This design comes from an exercise in tuning for small area, a short achievable clock period and few clock cycles on the open sky130 flow, not from production work. The RTL was checked by simulation tests, not by an equivalence proof against the original design. No activity file was given, so power comes from the tool's default toggle rates.

### design/flow/config.mk
export PLATFORM = sky130hd
export DESIGN_NAME = tlv_digest_list_validator
export DESIGN_NICKNAME = tlv_digest_list_validator
export VERILOG_FILES = /design/flow/design.v
export SDC_FILE = /design/flow/constraint.sdc
export NUM_CORES = 4
export LEC_CHECK = 0
export CAP_MARGIN = 20
export CORE_MARGIN = 2
export CORE_UTILIZATION = 40
export GPL_TIMING_DRIVEN = 0
export SETUP_SLACK_MARGIN = 3.3
export SLEW_MARGIN = 20
### design/flow/constraint.sdc
create_clock -name core_clock -period 6.0 [get_ports {clk}]
set_input_delay 1.2000 -clock core_clock [delete_from_list [all_inputs] [get_ports {clk}]]
set_output_delay 1.2000 -clock core_clock [all_outputs]
set_load 0.01 [all_outputs]
### design/flow/design.v
package tlv_pkg;
	localparam logic [4:0] ALGO_COUNT   = 5'd20;
	localparam logic [2:0] HDR_BYTES    = 3'd6;
	localparam logic [1:0] OUTER_FIELDS = 2'd3;
	localparam logic [1:0] INNER_FIELDS = 2'd2;
	localparam logic [1:0] KIND_OTHER  = 2'd0;
	localparam logic [1:0] KIND_DIGEST = 2'd1;
	localparam logic [1:0] KIND_PATH   = 2'd2;
	typedef struct packed {
		logic        first;
		logic [31:0] total_length;
		logic [7:0]  data_byte;
	} tlv_in_t;
	typedef struct packed {
		logic [1:0] byte_kind;
		logic [7:0] value_byte;
		logic [4:0] algo_code;
		logic       done_res;
		logic       status;
	} tlv_res_t;
	function automatic logic [6:0] digest_size(input logic [4:0] algo);
		logic [6:0] s;
		begin
			case (algo)
				5'd0, 5'd1, 5'd8, 5'd14:                  s = 7'd16;
				5'd2, 5'd3, 5'd15:                        s = 7'd20;
				5'd16:                                    s = 7'd24;
				5'd7:                                     s = 7'd28;
				5'd4, 5'd9, 5'd11, 5'd17, 5'd18:          s = 7'd32;
				5'd10:                                    s = 7'd40;
				5'd5, 5'd12:                              s = 7'd48;
				5'd6, 5'd13, 5'd19:                       s = 7'd64;
				default:                                  s = 7'd0;
			endcase
			digest_size = s;
		end
	endfunction
endpackage
module tlv_digest_list_validator (
	input  logic        clk,
	input  logic        arst_n,
	input  logic        s_axis_tvalid,
	output logic        s_axis_tready,
	input  logic [39:0] s_axis_tdata,   
	input  logic        s_axis_tuser,   
	output logic        m_axis_tvalid,
	input  logic        m_axis_tready,
	output logic [15:0] m_axis_tdata,   
	output logic [2:0]  m_axis_tuser,   
	output logic        m_axis_tlast    
);
	logic        first;
	logic [31:0] tl;
	logic [7:0]  b;
	assign first = s_axis_tuser;
	assign tl    = s_axis_tdata[31:0];
	assign b     = s_axis_tdata[39:32];
	logic        open_q, failed_q, vld_q;
	logic [4:0]  algo_q;
	logic [31:0] ot_q, il_q, vl_q;
	logic [2:0]  hc_q;
	logic [1:0]  field_q;
	logic        fb_q, nest_q, val_q, pf_q, ah_q;
	logic        kv_q;      
	logic [7:0]  byte_q;
	logic        done_q;
	logic take;
	assign s_axis_tready = !vld_q || m_axis_tready;
	assign take          = s_axis_tvalid && s_axis_tready;
	logic [31:0] avail, len;
	logic [23:0] len_hi;
	logic        hi_gt, hi_eq, lo_ge;
	logic        hdr_end_out, hc0, hc1, hc5, len0, len_ge, dig_bad, fail_end, fail_c, enter_nest;
	logic        ol_one, il_one, vl_one, vl_two;
	assign avail  = nest_q ? il_q : ot_q;           
	assign len    = {vl_q[23:0], b};                
	assign hc0    = (hc_q == 3'd0);
	assign hc1    = (hc_q == 3'd1);
	assign hc5    = (hc_q == 3'd5);
	assign len0   = (len == 32'd0);
	assign len_hi = vl_q[23:0];
	assign hi_gt  = (len_hi > avail[31:8]);
	assign hi_eq  = (len_hi == avail[31:8]);
	assign lo_ge  = (b >= avail[7:0]);
	assign len_ge = hi_gt || (hi_eq && lo_ge);
	assign ol_one = pf_q ? (ot_q == 32'd2) : (ot_q == 32'd1);    
	assign il_one = (il_q == 32'd1);
	assign vl_one = (vl_q == 32'd1);
	assign vl_two = (vl_q == 32'd2);
	assign dig_bad = (algo_q >= tlv_pkg::ALGO_COUNT)
		|| (len != {25'd0, tlv_pkg::digest_size(algo_q)});
	assign fail_end = fb_q || len_ge || (!len0 && (nest_q
		? (field_q == 2'd0 && dig_bad)
		: ((field_q == 2'd0 && len != 32'd2) || (field_q == 2'd1 && len != 32'd4))));
	assign fail_c = val_q
		? (ah_q && (fb_q || b >= 8'd20))
		: (hc0 ? (avail < 32'd6) : (hc5 && fail_end));
	assign enter_nest = !val_q && hc5 && !nest_q && field_q == 2'd2 && !len0;
	assign hdr_end_out = !val_q && hc5 && !nest_q;
	function automatic logic [31:0] dec(input logic [31:0] x, input logic t);
		logic z;
		z = 1'b1;
		for (int i = 0; i < 32; i++) begin
			dec[i] = x[i] ^ (t && z);
			z = z && !x[i];
		end
	endfunction
	logic [31:0] ot_d, il_d, vl_d, ot_hi;
	logic [2:0]  hc_d;
	logic [1:0]  field_d;
	logic [4:0]  algo_d;
	logic        fb_d, nest_d, val_d, open_d, failed_d, done_d, algo_ok, ah_d, kv_d;
	assign algo_ok = open_q && ah_q && !fb_q && b < 8'd20;    
	always_comb begin
		ot_hi   = dec({1'b0, ot_q[31:1]}, take && (pf_q || !ot_q[0]));
		ot_d    = (take && first) ? tl : {ot_hi[30:0], ot_q[0] ^ (take && !pf_q)};
		il_d    = (take && hdr_end_out) ? len : dec(il_q, take);   
		vl_d    = (take && !(val_q && !first)) ? len : dec(vl_q, take);
		field_d = (!val_q && hc1) ? b[1:0] : field_q;
		if (first) begin
			open_d   = (tl[31:1] != 31'd0);
			done_d   = (tl[31:1] == 31'd0);
			failed_d = (tl[31:3] == 29'd0) && (tl[2:0] != 3'd0) && (tl[2:0] < 3'd6);
			algo_d   = tlv_pkg::ALGO_COUNT;
			nest_d   = 1'b0;
			val_d    = 1'b0;
			hc_d     = 3'd1;
			fb_d     = (b != 8'd0);
			kv_d     = 1'b0;
			ah_d     = 1'b0;
		end else begin
			ah_d     = open_q && !failed_q && val_q && !nest_q && field_q == 2'd0 && vl_two;
			open_d   = open_q && !ol_one;
			done_d   = open_q && ol_one;
			failed_d = failed_q || (open_q && fail_c);
			algo_d   = algo_ok ? b[4:0] : algo_q;
			nest_d   = enter_nest || (nest_q && !il_one);
			if (val_q) begin
				val_d = !vl_one;
				hc_d  = 3'd0;
				fb_d  = (b != 8'd0);
			end else begin
				val_d = hc5 && !len0 && !enter_nest;
				hc_d  = hc5 ? 3'd0 : hc_q + 3'd1;
				fb_d  = hc0 ? (b != 8'd0)
					: hc1 ? (fb_q || b >= (nest_q ? {6'd0, tlv_pkg::INNER_FIELDS}
					                               : {6'd0, tlv_pkg::OUTER_FIELDS}))
					: fb_q;
			end
			kv_d     = open_q && !failed_q && val_q && nest_q;
		end
	end
	always_ff @(posedge clk or negedge arst_n) begin
		if (!arst_n) begin
			open_q   <= 1'b0;
			failed_q <= 1'b0;
			algo_q   <= tlv_pkg::ALGO_COUNT;
			vld_q    <= 1'b0;
		end else begin
			if (take) begin
				open_q   <= open_d;
				failed_q <= failed_d;
				algo_q   <= algo_d;
			end
			vld_q <= take || (vld_q && !m_axis_tready);
		end
	end
	always_ff @(posedge clk) begin
		ot_q <= ot_d;
		il_q <= il_d;
		vl_q <= vl_d;
		if (take) begin
			pf_q    <= first;
			ah_q    <= ah_d;
			hc_q    <= hc_d;
			field_q <= field_d;
			fb_q    <= fb_d;
			nest_q  <= nest_d;
			val_q   <= val_d;
			kv_q    <= kv_d;
			byte_q  <= b;
			done_q  <= done_d;
		end
	end
	assign m_axis_tvalid = vld_q;
	assign m_axis_tdata  = {3'd0, algo_q, kv_q ? byte_q : 8'd0};
	assign m_axis_tuser  = {failed_q, kv_q ? ((field_q == 2'd0) ? tlv_pkg::KIND_DIGEST
	                                                         : tlv_pkg::KIND_PATH)
	                                     : tlv_pkg::KIND_OTHER};
	assign m_axis_tlast  = done_q;
endmodule
### design/flow/flow/run.sh
#!/bin/bash
# Standard layout with two changes: the port buffers are the smallest plain buffer instead
# of the delay buffer buffer_ports picks by default (repair may still upsize them), and the
# clock tree is built from smaller buffers without dummy loads.
set -o pipefail
export BUFFER_PORTS_ARGS="-buffer_cell sky130_fd_sc_hd__buf_1"
export CTS_ARGS="-sink_clustering_enable -repair_clock_nets -buf_list sky130_fd_sc_hd__clkbuf_4 -dont_use_dummy_load"
bash standard.sh > standard.log 2>&1
### design/flow/standard.sh
#!/bin/bash
# synth_recipe.tcl (not shown) runs the flow's synth.tcl, then flattens the netlist and writes it again
# the make line also repeats each setting of config.mk as NAME=value (left out here)
make -C /OpenROAD-flow-scripts/flow DESIGN_CONFIG=/design/flow/config.mk WORK_HOME=/design/flow/orfs CLKGATE_MAP_FILE= SYNTH_SCRIPT=/design/flow/synth_recipe.tcl "${@:-finish}"
==> flow_summary.ini, run 1 <==
[grt]
antenna_found_initial = 1
grt_pass1_vias = 6264
grt_max_degree = 29
grt_pass1_wl_mm = 34.02
grt_overflow = 0
grt_use_total = 0.2199

[placement]
port_buffers = 62
place_ws_ns = 2.494
hpwl_mm = 16.23
place_congestion = 0.8969

[layout]
fin_util = 0.4605
syn2layout_area_growth_pct = 11.90
final_cell_mix = nor2_1 (148), a21oi_1 (104), dfxtp_1 (96), buf_1 (61), xnor2_1 (47)
final_nets = 1069
layout_commonest_cell = nor2_1
num-fill-cells = 1870
drive_gt1_frac = 0.08393

[clock_network]
hold_buffers = 0
cts_tree = yes
clk_latency_ns = 0.56
h-tree-depth = 4
cts_root_buf = clkbuf_4
cts_buffers = 17
clock-sinks = 124
clockBufferDepth = 2
path_clk_slew_ns = 0.10

[floorplanning]
start_util = 0.4116
core-area_um2 = 18090
num_rows = 49
die_area_um2 = 19720
boundaryPins = 67
chipHeight_um = 140.4
fp.dieW_um = 140.4

[route]
via_count = 6762
postRouteAntennaNets = 0
drc = 0
wl_per_cell_um = 17.48
drt_iter0_markers = 544
routed_wl_mm = 21.10
dr.pass1.iters = 8
viasPerCell = 5.602

[yosys]
postSynth.asyncResetShare = 0.06452
syn_area_um2 = 7443
syn_area_per_cell_um2 = 8.411
synth-seq-area-share = 0.3661
synth_cell_types = 67
synthCells = 885
yosys_most_used_dff = dfxtp_1
synth_seq_cells = 124
ys_warn_count = 1
synth-edff-count = 20

[critical_path]
startpoint_type = input pin
path_max_fanout = 4
crit_path_end_kind = primary output
critPathArrivalTime_ns = 1.63
critPathKind = input pin to primary output
rrSetupSlack_ns = 3.30
crit_required_ns = 4.80

[sta]
rsz0062_at_grt = yes
relSlewSlack = 0.6032
finalSetupTns_ns = 0
fin_crit_ns = 2.830
fin_skew_ns = 0.04255
setup_slack_ns = 3.170
tightest_slew_ns = 0.5952
setup_violations = 0
slew_viol_final = 0
hold_viol = 0
max_freq_mhz = 353.4
hold-worst-slack_ns = 0.5205
post-route-period-util = 0.4717

[outcome]
status = complete, no violations

[job]
drv_cap = 0

[power]
powerDensity_nw_per_um2 = 301.9
peakVddDrop_mv = 0.1690
leakage_uw = 0.003091

[worst_hold_path]
hold_class = flip-flop to flip-flop
-- path summary, 6_finish.rpt --
check                           cells after the start             to           from
worst max-delay path                                4  s_axis_tready  m_axis_tready
worst min-delay path                                2       vl_q[28]       vl_q[28]
worst max register to register                     10       failed_q         nest_q
worst min register to register                      2       vl_q[28]       vl_q[28]
max in group asynchronous                           1      algo_q[2]         arst_n
min in group asynchronous                           1          vld_q         arst_n
-- sequential cells by signal, summed over array words and instances (netlist names), 2 cells and up --
register  count
il_q         32
ot_q         32
vl_q         32
byte_q        8
algo_q        5
hc_q          3
field_q       2
-- cells in the mapped netlist, types with 3 or more instances --
cell type  instances  area [um^2]
inv_1             20        75.07
buf_4              4        30.03
or4_1             10        75.07
clkbuf_1          40        150.1
and2_1            11        68.82
a21boi_0           3        22.52
xnor2_1           47        411.6
nand3_1           18        90.09
dfxtp_1           96         1922
o21ai_0           19        95.09
a21oi_1          104        520.5
nand2b_1           9        56.30
or3_1              5        31.28
xor2_1            25        219.0
nor4_1            25        156.4
nor2_1           149        559.3
o21a_1             8        60.06
o31ai_1            3        22.52
and3_1             3        18.77
nand3b_1           5        37.54
nor3b_1            4        30.03
dfrtp_1            6        150.1
nand4b_1           5        43.79
a31oi_1           17        106.4
nand4_1           23        143.9
nor3_1            30        150.1
nor2b_1            7        43.79
a211oi_1           3        22.52
o41ai_1            4        35.03
mux2i_1           31        310.3
edfxtp_1          20        600.6
ha_1              45        563.0
nand2_1           33        123.9
nor4b_1            3        26.28
or4_4              3        33.78
-- layer usage --
metal	global-route usage	up-vias	wire [um]
met5	0	-	0
met4	0.06858	0	327
met3	0.03897	19	1233
met2	0.3344	214	9267
met1	0.3173	3150	10280
li1	-	3379	-
-- critical path, cell delays in order --
cell and delay, ns:
buf_1 0.07, nand2b_4 0.13, buf_8 0.12, buf_6 0.11
-- metrics by stage --
| stage | instances | cell area (um^2) | total power, uW |
|---|---|---|---|
| finish | 1207 | 8329 | 2514 |
| global route | 1207 | 8329 | 2709 |
| CTS | 1198 | 8222 | 2510 |
| detailed placement | 1178 | 8018 | 2104 |
| global placement | 1178 | 8018 | 2089 |
| floorplan | 887 | 7498 | 1849 |
-- logic make-up (layout without fill, tap and decap cells) --
family,Yosys count,after routing,share of synthesized area
DFF,124,124,0.3661
buffers and inverters,67,157,0.03614
other,1,4,0.0005038
and+or+nand+nor,355,355,0.2421
adders and majority gates,45,45,0.07564
AOI/OAI and AO/OA,188,188,0.1501
xor gates and xnor gates,72,72,0.08472
muxes,33,33,0.04471
-- power breakdown --
group / internal, uW / switching, uW / leakage, uW
clock network: 129 / 269 / 0.0000782
logic: 373 / 412 / 0.00192
registers: 1050 / 279 / 0.00110
total: 1550 / 960 / 0.00309
-- area by class of cell --
class	instances	area, um^2	area share
multi-input cells	696	4521	0.5427
plain buffers	47	256.5	0.03079
well taps	229	286.5	0.03440
repair buffers	73	335.3	0.04026
flip-flops and latches	124	2725	0.3272
inverters	20	75.07	0.009013
diodes	1	2.502	0.0003004
clock buffers	17	127.6	0.01532
-- timing repair --
action	4_1_cts	5_1_grt
endpoints found under the setup margin	46	66
endpoints found under the hold margin	0	0
gates resized for setup	11	27
pin swaps	0	0
gates cloned	0	0
buffers inserted	3	8
Testbench counts, summed over its fixed seeds: cycles 61,216.
==> run 2: changes to the inputs <==
--- a/design/flow/config.mk
+++ b/design/flow/config.mk
@@ -8,6 +8,6 @@
 export CAP_MARGIN = 20
 export CORE_MARGIN = 2
 export CORE_UTILIZATION = 40
-export GPL_TIMING_DRIVEN = 0
+export GPL_ROUTABILITY_DRIVEN = 0
 export SETUP_SLACK_MARGIN = 3.3
 export SLEW_MARGIN = 20
==> flow_summary.ini, run 2 <==
[yosys]
postSynth.asyncResetShare = 0.06452
synth_cell_types = 67
synth_compound_area_frac = 0.1501
synth-seq-area-share = 0.3661
synth_common_cells = nor2_1 (149), a21oi_1 (104), dfxtp_1 (96), xnor2_1 (47), ha_1 (45)
yosys_most_used_dff = dfxtp_1
synth_top_area_frac = 0.2582
yosysTopAreaCell = dfxtp_1
yosys-mux-area-fraction = 0.04471
syn_area_per_cell_um2 = 8.411
synth_xor_area_frac = 0.08472
synth_top_family_by_area = simple AND/OR/NAND/NOR gates
synthTopCellsByArea = dfxtp_1 (26%), edfxtp_1 (8.1%), ha_1 (7.6%)
synth-edff-count = 20
synth.most_common_cell = nor2_1
ys_warn_count = 1
syn_area_um2 = 7443
yosys.area_share.simple = 0.2421
synth_seq_cells = 124
synthCells = 885
synth_fa_ha_area_frac = 0.07564

[layout]
final_cell_mix = nor2_1 (148), a21oi_1 (104), dfxtp_1 (96), buf_1 (60), xnor2_1 (47)
drive_gt1_frac = 0.06538
layout_commonest_cell = nor2_1
syn2layout_area_growth_pct = 8.875
regArea_um2 = 2725
multiInputGateArea_um2 = 4532
final_nets = 1025
top_regs = il_q (32), ot_q (32), vl_q (32)
fin_cells = 1163
num-fill-cells = 1817

[worst_hold_path]
hold_class = flip-flop to flip-flop

[critical_path]
path_cells = buf_1 -> nand2b_4 -> buf_6
worst_path_max_delay_cell = nand2b_4
startpoint_type = input pin
slowest_delay_ns = 0.14
critPathArrivalTime_ns = 1.52
crit_family = buffers and inverters
crit_path_end_kind = primary output
crit_required_ns = 4.80
path_max_fanout = 2
critical_path_buf_inv_count = 2
critPathKind = input pin to primary output

[placement]
placedCellCount = 1138
place_ws_ns = 2.525
hpwl_mm = 14.62
port_buffers = 63

[clock_network]
cts_root_buf = clkbuf_4
path_clk_slew_ns = 0.09
cts_tree = yes
cts_buffers = 17
hold_buffers = 0
clock-sinks = 124
clk_latency_ns = 0.55
clockBufferDepth = 2
h-tree-depth = 4

[floorplanning]
boundaryPins = 67
die_area_um2 = 19720
chipHeight_um = 140.4
core-area_um2 = 18090
fp.dieW_um = 140.4
start_util = 0.4116
num_rows = 49

[grt]
met2_usage = 0.3160
grt_use_total = 0.2081
antenna_found_initial = 1
grt_busiest_layer = met2
grt_max_degree = 65
grt_overflow = 0
grtUsageMet3 = 0.03761
grt_pass1_vias = 6183
use_met1 = 0.2956
grt_pass1_wl_mm = 32.40

[outcome]
status = complete, no violations

[sta]
finalSetupTns_ns = 0
tightest_slew_ns = 0.5927
setup_slack_ns = 3.276
post-route-period-util = 0.4540
fin_crit_ns = 2.724
hold_viol = 0
setup_violations = 0
slew_viol_final = 0
max_freq_mhz = 367.1
rsz0062_at_grt = yes
fin_skew_ns = 0.02859
relSlewSlack = 0.6049

[route]
routed_wl_mm = 19.66
viasPerCell = 5.627
via_count = 6544
drt_iter0_markers = 507
dr.pass1.iters = 5
wl_per_cell_um = 16.91
postRouteAntennaNets = 0
drc = 0

[power]
peakVddDrop_mv = 0.1382
leakage_uw = 0.002966
powerDensity_nw_per_um2 = 307.5
power_uw = 2492

[job]
drv_cap = 0
run 2: cell count changes in the layout (fill, tap and decap cells not counted), moves of 2 or more:
cell	previous run	this run
nand3_2	0	3
buf_4	16	10
clkbuf_2	14	1
clkbuf_4	19	17
buf_6	1	4
nand3_1	17	15
nor4_2	3	1
clkbuf_1	21	0
clkbuf_8	2	0
run 2: repair_timing:
item | in CTS | in global routing
setup endpoints to repair | 68 | 68
pin swaps | 0 | 1
resized for setup | 4 | 12
setup buffers | 5 | 2
run 2: final timing paths:
kind | start | endpoint | slack (ns) | cells past startpoint
worst max-delay path | m_axis_tready | s_axis_tready | 3.28 | 3
worst min-delay path | il_q[3] | il_q[3] | 0.51 | 2
worst max register to register | vl_q[17] | failed_q | 3.36 | 5
worst min register to register | il_q[3] | il_q[3] | 0.51 | 2
max in group asynchronous | arst_n | algo_q[2] | 5.00 | 1
min in group asynchronous | arst_n | vld_q | 0.61 | 1
run 2: worst register-to-register path, stage by stage (launching register included):
cell	delay (ns)
dfxtp_1	0.41
or4_4	0.55
or3_4	0.37
or4_4	0.53
o41ai_2	0.51
a31oi_1	0.13
run 2: kinds of logic (layout without fill, tap and decap cells):
family | Yosys count | after routing
buffers and inverters | 67 | 113
and+or+nand+nor | 355 | 355
other | 1 | 4
adders and majority gates | 45 | 45
AOI/OAI and AO/OA | 188 | 188
xor gates and xnor gates | 72 | 72
muxes | 33 | 33
DFF | 124 | 124
run 2: stage by stage:
stage / hold slack, ns / cell area [um^2] / utilization
3_3_place_gp: 0.4893 / 7860 / 0.4346
2_1_floorplan: 0.4629 / 7498 / -
6_report: 0.5066 / 8104 / 0.4481
4_1_cts: 0.5050 / 8039 / 0.4445
3_5_place_dp: 0.4857 / 7860 / 0.4346
5_1_grt: 0.5258 / 8104 / 0.4481
run 2: routing by layer:
metal / share of wire / up-vias
met5: 0 / -
met3: 0.047 / 27
li1: - / 3294
met2: 0.43 / 172
met4: 0.020 / 0
met1: 0.50 / 3051
run 2: layout make-up:
type                    count  area share
flip-flops and latches    124      0.3363
multi-input cells         696      0.5592
diodes                      1   0.0003088
inverters                  20    0.009264
well taps                 229     0.03536
repair buffers             76     0.04385
clock buffers              17     0.01575
run 2: power by group:
group | switching (uW) | internal, uW | leakage, uW
combinational | 372 | 359 | 0.00179
clock | 269 | 129 | 0.0000782
sequential | 310 | 1050 | 0.00110
total | 951 | 1540 | 0.00297
==> run 3: changes to the inputs <==
--- a/design/flow/config.mk
+++ b/design/flow/config.mk
@@ -8,6 +8,5 @@
 export CAP_MARGIN = 20
 export CORE_MARGIN = 2
 export CORE_UTILIZATION = 40
-export GPL_ROUTABILITY_DRIVEN = 0
 export SETUP_SLACK_MARGIN = 3.3
 export SLEW_MARGIN = 20
==> flow_summary.ini, run 3 <==
[worst_hold_path]
hold_class = flip-flop to flip-flop
min_from = il_q[3]

[yosys]
synth.most_common_cell = nor2_1
ys_warn_count = 1
synthTopCellsByArea = dfxtp_1 (26%), edfxtp_1 (8.1%), ha_1 (7.6%)
yosys.area_share.simple = 0.2421
synth_cell_types = 67
synth_top_family_by_area = simple AND/OR/NAND/NOR gates
synth_common_cells = nor2_1 (149), a21oi_1 (104), dfxtp_1 (96), xnor2_1 (47), ha_1 (45)
synth_compound_area_frac = 0.1501
synthCells = 885
postSynth.asyncResetShare = 0.06452
yosys_most_used_dff = dfxtp_1
syn_area_um2 = 7443
synth-edff-count = 20
yosys-mux-area-fraction = 0.04471
synth-seq-area-share = 0.3661
synth_xor_area_frac = 0.08472
synth_seq_cells = 124
syn_area_per_cell_um2 = 8.411
yosysTopAreaCell = dfxtp_1
synth_fa_ha_area_frac = 0.07564
synth_top_area_frac = 0.2582

[grt]
grt_pass1_wl_mm = 32.40
grt_overflow = 0
grt_use_total = 0.2081
grt_pass1_vias = 6183
grt_max_degree = 65
antenna_found_initial = 1

[layout]
num-fill-cells = 1817
regArea_um2 = 2725
final_cell_mix = nor2_1 (148), a21oi_1 (104), dfxtp_1 (96), buf_1 (60), xnor2_1 (47)
layout_commonest_cell = nor2_1
multiInputGateArea_um2 = 4532
top_regs = il_q (32), ot_q (32), vl_q (32)
syn2layout_area_growth_pct = 8.875
fin_util = 0.4481
final_nets = 1025
drive_gt1_frac = 0.06538

[critical_path]
cp-startpoint = m_axis_tready
crit_family = buffers and inverters
worst_path_max_delay_cell = nand2b_4
critPathArrivalTime_ns = 1.52
path_max_fanout = 2
crit_path_end_kind = primary output
critPathKind = input pin to primary output
crit_required_ns = 4.80
slowest_delay_ns = 0.14
path_cells = buf_1 -> nand2b_4 -> buf_6
reg2reg_from = vl_q[17]
startpoint_type = input pin
critical_path_buf_inv_count = 2

[sta]
setup_violations = 0
hold_viol = 0
tightest_slew_ns = 0.5927
finalSetupTns_ns = 0
post-route-period-util = 0.4540
fin_crit_ns = 2.724
slew_viol_final = 0
fin_skew_ns = 0.02859
relSlewSlack = 0.6049
rsz0062_at_grt = yes
max_freq_mhz = 367.1

[route]
wl_per_cell_um = 16.91
drc = 0
viasPerCell = 5.627
routed_wl_mm = 19.66
postRouteAntennaNets = 0
via_count = 6544
dr.pass1.iters = 5
drt_iter0_markers = 507

[clock_network]
clk_latency_ns = 0.55
clock-sinks = 124
cts_buffers = 17
cts_tree = yes
h-tree-depth = 4
cts_root_buf = clkbuf_4
path_clk_slew_ns = 0.09
clockBufferDepth = 2
hold_buffers = 0

[job]
drv_cap = 0

[floorplanning]
boundaryPins = 67
fp.dieW_um = 140.4
num_rows = 49
core-area_um2 = 18090
start_util = 0.4116
chipHeight_um = 140.4
die_area_um2 = 19720

[power]
peakVddDrop_mv = 0.1382
leakage_uw = 0.002966
powerDensity_nw_per_um2 = 307.5

[placement]
place_congestion = 0.8463
port_buffers = 63
hpwl_mm = 14.62

[outcome]
status = complete, no violations
==> run 3: cell counts after synthesis <==
Identical to the previous run, type by type.
==> run 3: tightest hold or removal path, cell delays in order, from the launching register on <==
cell	delay [ns]
dfxtp_1	0.33
nand2_1	0.06
a31oi_1	0.08
==> run 3: logic make-up (layout without fill, tap and decap cells) <==
kind of cell,count (synthesis),in the layout
adders and majority gates,45,45
buffers and inverters,67,113
AOI/OAI and AO/OA,188,188
xor gates and xnor gates,72,72
other,1,4
and+or+nand+nor,355,355
muxes,33,33
DFF,124,124
==> run 3: power by group <==
| group | leakage, uW | internal, uW | switching, uW |
|---|---|---|---|
| sequential | 0.00110 | 1050 | 310 |
| clock | 0.0000782 | 129 | 269 |
| combinational | 0.00179 | 359 | 372 |
| total | 0.00297 | 1540 | 951 |
==> run 3: through the flow <==
step,hold slack [ns],instances,power (uW),worst slack (ns),instance area [um^2]
6_report,0.5066,1163,2492,3.276,8104
4_1_cts,0.5050,1160,2491,3.226,8039
5_1_grt,0.5258,1163,2682,3.246,8104
3_5_place_dp,0.4857,1138,2087,2.525,7860
3_3_place_gp,0.4893,1138,2080,2.568,7860
2_1_floorplan,0.4629,887,1849,3.267,7498
==> run 3: area by class of cell <==
cell class                 count  area share
sequential                   124      0.3363
inverter                      20    0.009264
tap                          229     0.03536
clock buffer                  17     0.01575
multi-input combinational    696      0.5592
antenna                        1   0.0003088
timing repair buffer          76     0.04385
==> run 3: timing repair <==
item                                    4_1_cts  5_1_grt
gates resized for setup                       4       12
endpoints found under the setup margin       68       68
pin swaps                                     0        1
setup buffers                                 5        2
hold endpoints to repair                      0        0
==> run 3: path summary, 6_finish.rpt <==
check | endpoint | slack (ns) | cells after the start
max | s_axis_tready | 3.28 | 3
min | il_q[3] | 0.51 | 2
max reg2reg | failed_q | 3.36 | 5
min reg2reg | il_q[3] | 0.51 | 2
max in group asynchronous | algo_q[2] | 5.00 | 1
min in group asynchronous | vld_q | 0.61 | 1
==> run 3: layer usage <==
layer,part of all wire,track usage
met2,0.43,0.3160
met1,0.50,0.2956
met4,0.020,0.07602
met3,0.047,0.03761
met5,0,0
==> run 4: changes to the inputs <==
--- a/design/flow/config.mk
+++ b/design/flow/config.mk
@@ -5,8 +5,8 @@
 export SDC_FILE = /design/flow/constraint.sdc
 export NUM_CORES = 4
 export LEC_CHECK = 0
-export CAP_MARGIN = 20
+export CAP_MARGIN = 0
 export CORE_MARGIN = 2
 export CORE_UTILIZATION = 40
 export SETUP_SLACK_MARGIN = 3.3
-export SLEW_MARGIN = 20
+export SLEW_MARGIN = 0
==> flow_summary.ini, run 4 <==
[yosys]
synthCells = 885
synth_seq_cells = 124
syn_area_per_cell_um2 = 8.411
synth_cell_types = 67
synth-seq-area-share = 0.3661
synth_common_cells = nor2_1 (149), a21oi_1 (104), dfxtp_1 (96), xnor2_1 (47), ha_1 (45)
syn_area_um2 = 7443
yosys_most_used_dff = dfxtp_1
synth_top_area_frac = 0.2582
synthTopCellsByArea = dfxtp_1 (26%), edfxtp_1 (8.1%), ha_1 (7.6%)
postSynth.asyncResetShare = 0.06452
synth.most_common_cell = nor2_1
ys_warn_count = 1
synth-edff-count = 20
yosysTopAreaCell = dfxtp_1

[sta]
post-route-period-util = 0.4540
hold_viol = 0
tightest_slew_ns = 0.5927
slew_viol_final = 0
max_freq_mhz = 367.1
rsz0062_at_grt = yes
hold-worst-slack_ns = 0.5066
relSlewSlack = 0.6049
setup_slack_ns = 3.276
finalSetupTns_ns = 0
fin_skew_ns = 0.02859
fin_crit_ns = 2.724
setup_violations = 0

[route]
via_count = 6544
dr.pass1.iters = 5
wl_per_cell_um = 16.91
postRouteAntennaNets = 0
drc = 0
drt_iter0_markers = 507
viasPerCell = 5.627
routed_wl_mm = 19.66

[critical_path]
worst_path_max_delay_cell = nand2b_4
reg2reg_from = vl_q[17]
critPathArrivalTime_ns = 1.52
crit_family = buffers and inverters
startpoint_type = input pin
path_cells = buf_1 -> nand2b_4 -> buf_6
ff2ff_path_depth = 5
rrSetupSlack_ns = 3.36
crit_path_end_kind = primary output
critPathKind = input pin to primary output
slowest_delay_ns = 0.14
path_max_fanout = 2
crit_required_ns = 4.80
r2r_end = failed_q
critical_path_buf_inv_count = 2

[layout]
fin_util = 0.4481
layout_commonest_cell = nor2_1
regArea_um2 = 2725
syn2layout_area_growth_pct = 8.875
postLayoutCellArea_um2 = 8104
num-fill-cells = 1817
final_cell_mix = nor2_1 (148), a21oi_1 (104), dfxtp_1 (96), buf_1 (60), xnor2_1 (47)
multiInputGateArea_um2 = 4532
drive_gt1_frac = 0.06538
top_regs = il_q (32), ot_q (32), vl_q (32)
final_nets = 1025

[placement]
place_congestion = 0.8463
place_ws_ns = 2.525
hpwl_mm = 14.62
port_buffers = 63
place_area_um2 = 7860

[floorplanning]
chipHeight_um = 140.4
fp.dieW_um = 140.4
start_util = 0.4116
core-area_um2 = 18090
boundaryPins = 67
die_area_um2 = 19720
num_rows = 49

[power]
pwr-share-clk = 0.160
switching_share = 0.3817
combPwrFrac = 0.293
peakVddDrop_mv = 0.1382
powerDensity_nw_per_um2 = 307.5
seqPwrFrac = 0.547
p_int_uw = 1541
p_switching_uw = 951.4
leakage_uw = 0.002966

[grt]
grt_use_total = 0.2081
grt_pass1_vias = 6183
antenna_found_initial = 1
grt_max_degree = 65
grt_pass1_wl_mm = 32.40
grt_overflow = 0

[worst_hold_path]
whs_path_depth = 2
min_from = il_q[3]
hold_class = flip-flop to flip-flop
whs_endpoint = il_q[3]

[clock_network]
path_clk_slew_ns = 0.09
clockBufferDepth = 2
clock-sinks = 124
h-tree-depth = 4
cts_root_buf = clkbuf_4
clk_latency_ns = 0.55
cts_tree = yes
cts_buffers = 17
hold_buffers = 0

[job]
drv_cap = 0

[outcome]
status = complete, no violations
## run 4: kinds of logic (layout without fill, tap and decap cells)
| group | Yosys count | after routing | share of synthesized area |
|---|---|---|---|
| multiplexers | 33 | 33 | 0.04471 |
| XOR/XNOR | 72 | 72 | 0.08472 |
| AND/OR/NAND/NOR | 355 | 355 | 0.2421 |
| adder cells (fa/ha/maj) | 45 | 45 | 0.07564 |
| other | 1 | 4 | 0.0005038 |
| flip-flops | 124 | 124 | 0.3661 |
| buffers and inverters | 67 | 113 | 0.03614 |
| AO/OA/AOI/OAI | 188 | 188 | 0.1501 |
## run 4: layout make-up
class,count,share of cell area
Antenna cell,1,0.0003088
Tap cell,229,0.03536
Clock buffer,17,0.01575
Multi-Input combinational cell,696,0.5592
Inverter,20,0.009264
Sequential cell,124,0.3363
Timing Repair Buffer,76,0.04385
## run 4: metal layers
layer	global-route usage	routed length (um)	up-vias
li1	-	-	3294
met1	0.2956	9888	3051
met2	0.3160	8472	172
met3	0.03761	916	27
met4	0.07602	386	0
met5	0	0	-
## run 4: tightest hold or removal path, stage by stage (launching register included)
cell     delay (ns)
dfxtp_1        0.33
nand2_1        0.06
a31oi_1        0.08
## run 4: per-stage QoR
stage,total power (uW),std cells
global placement,2080,1138
detailed placement,2087,1138
floorplan,1849,887
CTS,2491,1160
finish,2492,1163
global route,2682,1163
## run 4: timing repair
action | CTS | global route
buffers inserted | 5 | 2
resized for setup | 4 | 12
pin swaps | 0 | 1
endpoints found under the setup margin | 68 | 68
gates cloned | 0 | 0
## run 4: power by group through the flow
stage,registers [uW],clock network (uW),logic (uW)
after floorplan,1250,0,600
after global placement,1380,0,700
after detailed placement,1380,0,711
after CTS,1360,413,723
after global routing,1400,444,841
final,1360,398,731
## run 4: how the worst max path moves through the flow
stage,startpoint,end,slack (ns),depth (start not counted)
3_3_place_gp,s_axis_tvalid,il_q[31],2.57,8
2_1_floorplan,m_axis_tready,il_q[30],3.27,8
5_1_grt,m_axis_tready,s_axis_tready,3.25,3
4_1_cts,s_axis_tuser,failed_q,3.23,7
3_5_place_dp,s_axis_tvalid,il_q[31],2.52,8
6_report,m_axis_tready,s_axis_tready,3.28,3
==> run 5: changes to the inputs <==
--- a/design/flow/config.mk
+++ b/design/flow/config.mk
@@ -5,8 +5,8 @@
 export SDC_FILE = /design/flow/constraint.sdc
 export NUM_CORES = 4
 export LEC_CHECK = 0
-export CAP_MARGIN = 0
+export CAP_MARGIN = 10
 export CORE_MARGIN = 2
 export CORE_UTILIZATION = 40
 export SETUP_SLACK_MARGIN = 3.3
-export SLEW_MARGIN = 0
+export SLEW_MARGIN = 10
==> flow_summary.ini, run 5 <==
[layout]
final_cell_mix = nor2_1 (148), a21oi_1 (104), dfxtp_1 (96), buf_1 (60), xnor2_1 (47)
top_regs = il_q (32), ot_q (32), vl_q (32)
num-fill-cells = 1817
layout_commonest_cell = nor2_1
syn2layout_area_growth_pct = 8.875
drive_gt1_frac = 0.06538
final_nets = 1025

[route]
dr.pass1.iters = 5
postRouteAntennaNets = 0
drt_iter0_markers = 507
via_count = 6544
viasPerCell = 5.627
routed_wl_mm = 19.66
wl_per_cell_um = 16.91
drc = 0

[clock_network]
path_clk_slew_ns = 0.09
cts_tree = yes
clk_latency_ns = 0.55
clock-sinks = 124
clockBufferDepth = 2
hold_buffers = 0
h-tree-depth = 4
cts_buffers = 17
cts_root_buf = clkbuf_4

[yosys]
syn_area_um2 = 7443
synth-edff-count = 20
postSynth.asyncResetShare = 0.06452
yosys_most_used_dff = dfxtp_1
synth_seq_cells = 124
yosysTopAreaCell = dfxtp_1
synthTopCellsByArea = dfxtp_1 (26%), edfxtp_1 (8.1%), ha_1 (7.6%)
ys_warn_count = 1
synth.most_common_cell = nor2_1
synthCells = 885
syn_area_per_cell_um2 = 8.411
synth_top_area_frac = 0.2582
synth-seq-area-share = 0.3661
synth_common_cells = nor2_1 (149), a21oi_1 (104), dfxtp_1 (96), xnor2_1 (47), ha_1 (45)
synth_cell_types = 67

[floorplanning]
die_area_um2 = 19720
start_util = 0.4116
core-area_um2 = 18090
chipHeight_um = 140.4
num_rows = 49
boundaryPins = 67
fp.dieW_um = 140.4

[grt]
met2_usage = 0.3160
use_met1 = 0.2956
grt_pass1_wl_mm = 32.40
grtUsageMet3 = 0.03761
grt_pass1_vias = 6183
grt_overflow = 0
grt_use_total = 0.2081
grt_busiest_layer = met2
grt_max_degree = 65
antenna_found_initial = 1

[critical_path]
cp-startpoint = m_axis_tready
crit_required_ns = 4.80
startpoint_type = input pin
ff2ff_path_depth = 5
crit_path_end_kind = primary output
path_max_fanout = 2
cp-endpoint = s_axis_tready
reg2reg_from = vl_q[17]
rrSetupSlack_ns = 3.36
critPathKind = input pin to primary output
critPathArrivalTime_ns = 1.52
r2r_end = failed_q

[power]
pwr-share-clk = 0.160
switching_share = 0.3817
p_switching_uw = 951.4
combPwrFrac = 0.293
leakage_uw = 0.002966
peakVddDrop_mv = 0.1382
seqPwrFrac = 0.547
p_int_uw = 1541
powerDensity_nw_per_um2 = 307.5

[placement]
port_buffers = 63
place_ws_ns = 2.525
place_congestion = 0.8463
hpwl_mm = 14.62

[sta]
relSlewSlack = 0.6049
fin_skew_ns = 0.02859
hold-worst-slack_ns = 0.5066
finalSetupTns_ns = 0
setup_violations = 0
post-route-period-util = 0.4540
hold_viol = 0
fin_crit_ns = 2.724
slew_viol_final = 0
rsz0062_at_grt = yes
setup_slack_ns = 3.276
tightest_slew_ns = 0.5927
max_freq_mhz = 367.1

[job]
drv_cap = 0

[worst_hold_path]
hold_class = flip-flop to flip-flop
min_from = il_q[3]

[outcome]
status = complete, no violations
-- run 5: cell counts in the layout (fill, tap and decap cells not counted) --
No cell type changed its count.
-- run 5: repair_timing --
action                                  in CTS  in global routing
pin swaps                                    0                  1
endpoints found under the setup margin      68                 68
setup buffers                                5                  2
resized for setup                            4                 12
-- run 5: kinds of logic after synthesis --
group,Yosys count,synth area share
other cells,1,0.0005038
xor+xnor,72,0.08472
mux,33,0.04471
simple gates,355,0.2421
flops,124,0.3661
compound gates,188,0.1501
buf+inv,67,0.03614
fa+ha+maj,45,0.07564
-- run 5: power by group through the flow --
stage,registers [uW],logic (uW),clock network [uW]
2_1_floorplan,1250,600,0
3_3_place_gp,1380,700,0
3_5_place_dp,1380,711,0
4_1_cts,1360,723,413
5_1_grt,1400,841,444
6_report,1360,731,398
-- run 5: per-layer routing --
metal  up-vias  share of wire
li1       3294              -
met1      3051           0.50
met2       172           0.43
met3        27          0.047
met4         0          0.020
met5         -              0
-- run 5: layout make-up --
class,count,area (um^2),area share
clock buffers,17,127.6,0.01575
flip-flops and latches,124,2725,0.3363
repair buffers,76,355.3,0.04385
inverters,20,75.07,0.009264
diodes,1,2.502,0.0003088
well taps,229,286.5,0.03536
multi-input cells,696,4532,0.5592
-- run 5: critical path, stage by stage --
cell,delay (ns)
buf_1,0.07
nand2b_4,0.14
buf_6,0.12
-- run 5: worst min path at each step --
stage | slack [ns] | cells after the start | end
detailed placement | 0.49 | 2 | il_q[3]
CTS | 0.50 | 2 | il_q[3]
finish | 0.51 | 2 | il_q[3]
global placement | 0.49 | 2 | il_q[3]
global route | 0.53 | 2 | il_q[3]
floorplan | 0.46 | 2 | ot_q[29]
-- run 5: through the flow --
step,util,instances,total power (uW),cell area (um^2)
after global placement,0.4346,1138,2080,7860
after detailed placement,0.4346,1138,2087,7860
after CTS,0.4445,1160,2491,8039
after floorplan,-,887,1849,7498
final,0.4481,1163,2492,8104
after global routing,0.4481,1163,2682,8104

port drivers added, routing unchanged:
No port has a modelled driver above. Below, the same layouts with a new extraction and two added sets of constraints. Step 1, drivers: a clkbuf_16 drives clk and a buf_2 each remaining input, both assumed. Step 2 times the ports against the registers' clock, not the clock port: input delays grow and output delays shrink by t, the midpoint of the rising clock arrivals with the driver on. a / b / c = ideal / step 1 / step 2; a / b = the first two.
| run | t, ns | setup slack, ns | cell pins on the clock port's net |
|---|---|---|---|
| run 1 | 0.575 | 3.170 / 3.151 / 2.752 | 1 |
| run 2 | 0.572 | 3.276 / 3.255 / 2.801 | 1 |
| run 3 | 0.572 | 3.276 / 3.255 / 2.801 | 1 |
| run 4 | 0.572 | 3.276 / 3.255 / 2.801 | 1 |
| run 5 | 0.572 | 3.276 / 3.255 / 2.801 | 1 |
After both steps every run listed still meets setup and hold.
